Context: an optimization exercise on an open-source flow, tuned for small area. The choices shown serve that exercise and are no tape-out recipe. Function was checked by simulation only, so behaviour that the tests miss may differ from the original. No activity file was given, so power comes from the tool's default toggle rates.

## game_top
module game_top #(
    parameter logic [5:0] DEADLINE_START = 6'd15,
    parameter int         ITEM_SIZE      = 32
) (
    input  logic        posclk,
    input  logic        rst,
    input  logic        left,
    input  logic        right,
    input  logic        down,
    input  logic        up,
    input  logic        start,
    input  logic [2:0]  diff,
    output logic [10:0] block_x,
    output logic [9:0]  block_y,
    output logic [49:0] layer_top,
    output logic [43:0] item_x,
    output logic [39:0] item_y,
    output logic [3:0]  collected,
    output logic [5:0]  count,
    output logic        reminder1,
    output logic        reminder2,
    output logic        lose,
    output logic        win
);
    function automatic logic [10:0] add11(input logic [10:0] a, input logic [10:0] b,
                                          input logic ci);
        logic       c;
        logic [10:0] s;
        begin
            c = ci;
            for (int i = 0; i < 11; i++) begin
                s[i] = a[i] ^ b[i] ^ c;
                c    = (a[i] & b[i]) | (c & (a[i] ^ b[i]));
            end
            add11 = s;
        end
    endfunction
    function automatic logic [9:0] add10(input logic [9:0] a, input logic [9:0] b);
        logic [10:0] s;
        begin
            s     = add11({1'b0, a}, {1'b0, b}, 1'b0);
            add10 = s[9:0];
        end
    endfunction
    function automatic logic [4:0] add5(input logic [4:0] a, input logic [4:0] b);
        logic       c;
        logic [4:0] s;
        begin
            c = 1'b0;
            for (int i = 0; i < 5; i++) begin
                s[i] = a[i] ^ b[i] ^ c;
                c    = (a[i] & b[i]) | (c & (a[i] ^ b[i]));
            end
            add5 = s;
        end
    endfunction
    logic [10:0] bx;           
    logic [9:0]  by;
    logic [49:0] prev_top;
    logic [2:0]  spd;
    logic [2:0]  speed;
    logic [4:0]  wrap;         
    logic [4:0]  wrap_prev;    
    logic [54:0] gap_e;        
    logic [10:0] nby;
    always_comb begin
        case (diff)
            3'b000:  speed = 3'd1;
  ...
Size in the first run: about 1,100 cells after synthesis, ~180 I/O pins, ~0.0078 mm² of cells after synthesis.
export LEC_CHECK = 0
export CAP_MARGIN = 20
export CORE_MARGIN = 2
export CORE_UTILIZATION = 65
export PLACE_DENSITY = 0.75
export SLEW_MARGIN = 20
create_clock -name core_clock -period 10.0 [get_ports {posclk}]
standard.sh (not shown) runs the stock make flow with config.mk's settings and CLKGATE_MAP_FILE= SYNTH_SCRIPT=/design/flow/synth_recipe.tcl, a recipe that flattens the netlist after the stock synthesis.
==> flow/flow/run.sh <==
#!/bin/bash
# Standard synthesis; its combinational logic remapped for area by ABC (the flip-flops
# stay as synthesis made them) and kept only if a SAT proof shows it equal to the
# standard netlist; then the standard layout, with the smallest buffer on the ports
# and a clkbuf_8 clock tree without dummy loads.
set -euo pipefail
export BUFFER_PORTS_ARGS="-buffer_cell sky130_fd_sc_hd__buf_1"
export CTS_ARGS="-repair_clock_nets -buf_list sky130_fd_sc_hd__clkbuf_8 -root_buf sky130_fd_sc_hd__clkbuf_8 -dont_use_dummy_load"
export SKIP_REPAIR_TIE_FANOUT=1
bash standard.sh synth > synth.log 2>&1
R=orfs/results/$FLOW_PLATFORM/game_top/base
Y=$FLOW_HOME/../tools/install/yosys/bin/yosys
LIB=$FLOW_HOME/platforms/$FLOW_PLATFORM/lib/sky130_fd_sc_hd__tt_025C_1v80.lib
cp $R/1_2_yosys.v standard_netlist.v
export REMAP_LIB=$LIB REMAP_IN=standard_netlist.v REMAP_OUT=remapped_netlist.v
export REMAP_STAT=remap_stat.txt REMAP_TOP=$FLOW_TOP
export REMAP_DONT_USE="$(cat flow/dont_use.txt)"
export REMAP_SCRIPT="+strash;&get -n;&deepsyn -T 30;&put;&get -n;&dch -f;&nf -R 1000;&put"
if "$Y" -c flow/remap.tcl > remap.log 2>&1 \
   && bash flow/equiv.sh "$Y" standard_netlist.v remapped_netlist.v "$LIB" > equiv.log 2>&1; then
    echo "remapped netlist proven equal; using it" >> remap.log
    cp remapped_netlist.v $R/1_2_yosys.v
else
    echo "remap failed or not proven; keeping the standard netlist" >> remap.log
fi
bash standard.sh finish > finish.log 2>&1
Other scripts of this flow, unchanged in this note and not shown: flow/flow/cutff.py, flow/flow/dont_use.txt, flow/flow/equiv.sh, flow/flow/remap.tcl
The first run produced a clean layout.
Then changed:
--- a/flow/flow/run.sh
+++ b/flow/flow/run.sh
@@ -7,3 +7,3 @@
 export BUFFER_PORTS_ARGS="-buffer_cell sky130_fd_sc_hd__buf_1"
-export CTS_ARGS="-repair_clock_nets -buf_list sky130_fd_sc_hd__clkbuf_8 -root_buf sky130_fd_sc_hd__clkbuf_8 -dont_use_dummy_load"
+export CTS_ARGS="-sink_clustering_enable -repair_clock_nets -buf_list sky130_fd_sc_hd__clkbuf_16 -root_buf sky130_fd_sc_hd__clkbuf_16 -sink_clustering_size 45 -sink_clustering_max_diameter 150 -dont_use_dummy_load"
 export SKIP_REPAIR_TIE_FANOUT=1
Synthesized area does not change.
Combinational power barely changes.
Global-route usage is higher by 0.16 points.
Final area is higher slightly.
Synthesized cell count stays the same.
Die area stays the same.
Sequential power hardly moves.
Utilization is higher by 0.85 points.
Fmax is lower slightly.
Register-to-register slack got worse by 0.05 ns.
Then changed:
--- a/flow/flow/run.sh
+++ b/flow/flow/run.sh
@@ -7,3 +7,3 @@
 export BUFFER_PORTS_ARGS="-buffer_cell sky130_fd_sc_hd__buf_1"
-export CTS_ARGS="-sink_clustering_enable -repair_clock_nets -buf_list sky130_fd_sc_hd__clkbuf_16 -root_buf sky130_fd_sc_hd__clkbuf_16 -sink_clustering_size 45 -sink_clustering_max_diameter 150 -dont_use_dummy_load"
+export CTS_ARGS="-sink_clustering_enable -repair_clock_nets -buf_list sky130_fd_sc_hd__clkbuf_8 -root_buf sky130_fd_sc_hd__clkbuf_8 -sink_clustering_size 25 -sink_clustering_max_diameter 80 -dont_use_dummy_load"
 export SKIP_REPAIR_TIE_FANOUT=1
Result: Register-to-register slack improved by 0.05 ns. Wire length falls by 0.72%. Non-clock buffer count stays the same. Final cell count does not change. Die area is unchanged. Hold slack improved by 0.0038 ns. Total power falls by 4.7%.
Then changed:
--- a/flow/flow/run.sh
+++ b/flow/flow/run.sh
@@ -7,3 +7,3 @@
 export BUFFER_PORTS_ARGS="-buffer_cell sky130_fd_sc_hd__buf_1"
-export CTS_ARGS="-sink_clustering_enable -repair_clock_nets -buf_list sky130_fd_sc_hd__clkbuf_8 -root_buf sky130_fd_sc_hd__clkbuf_8 -sink_clustering_size 25 -sink_clustering_max_diameter 80 -dont_use_dummy_load"
+export CTS_ARGS="-sink_clustering_enable -repair_clock_nets -buf_list sky130_fd_sc_hd__clkbuf_4 -root_buf sky130_fd_sc_hd__clkbuf_8 -sink_clustering_size 10 -dont_use_dummy_load"
 export SKIP_REPAIR_TIE_FANOUT=1
The changed run finished clean.
Cell count stays the same.
Register-to-register slack stays flat.
Worst setup slack stays the same.
Wire length is unchanged.
Non-clock buffer count does not change.

-- separate check: timing with driven ports --
No port has a modelled driver above. Below, the same layouts with a new extraction and two added sets of constraints. Step 1 (the two cells are an assumption about what drives the block):
set clk [get_ports {posclk}]
set_driving_cell -lib_cell sky130_fd_sc_hd__clkbuf_16 $clk
set_driving_cell -lib_cell sky130_fd_sc_hd__buf_2 [delete_from_list [all_inputs] $clk]
Step 2 moves the port delays by t, midway between the first and last clock arrival at a register: inputs arrive t later, outputs are due t later. That takes back most of the time a late clock gives input paths. a / b / c = ideal / step 1 / step 2; a / b = the first two.
| run | t (ns) | setup slack, ns | hold WS [ns] | slew at the worst register clock pin (ns) | worst slew at a driven data input, ns |
|---|---|---|---|---|---|
| the first run | 0.412 | 1.957 / 1.957 / 1.957 | 0.533 / 0.533 / 0.533 | 0.09 / 0.09 | 0.03 |
| the second run | 0.389 | 1.909 / 1.909 / 1.909 | 0.529 / 0.529 / 0.529 | 0.06 / 0.06 | 0.03 |
| the third run | 0.412 | 1.957 / 1.957 / 1.957 | 0.533 / 0.533 / 0.533 | 0.09 / 0.09 | 0.03 |
| the fourth run | 0.412 | 1.957 / 1.957 / 1.957 | 0.533 / 0.533 / 0.533 | 0.09 / 0.09 | 0.03 |
After both steps setup and hold are still met in every run listed.
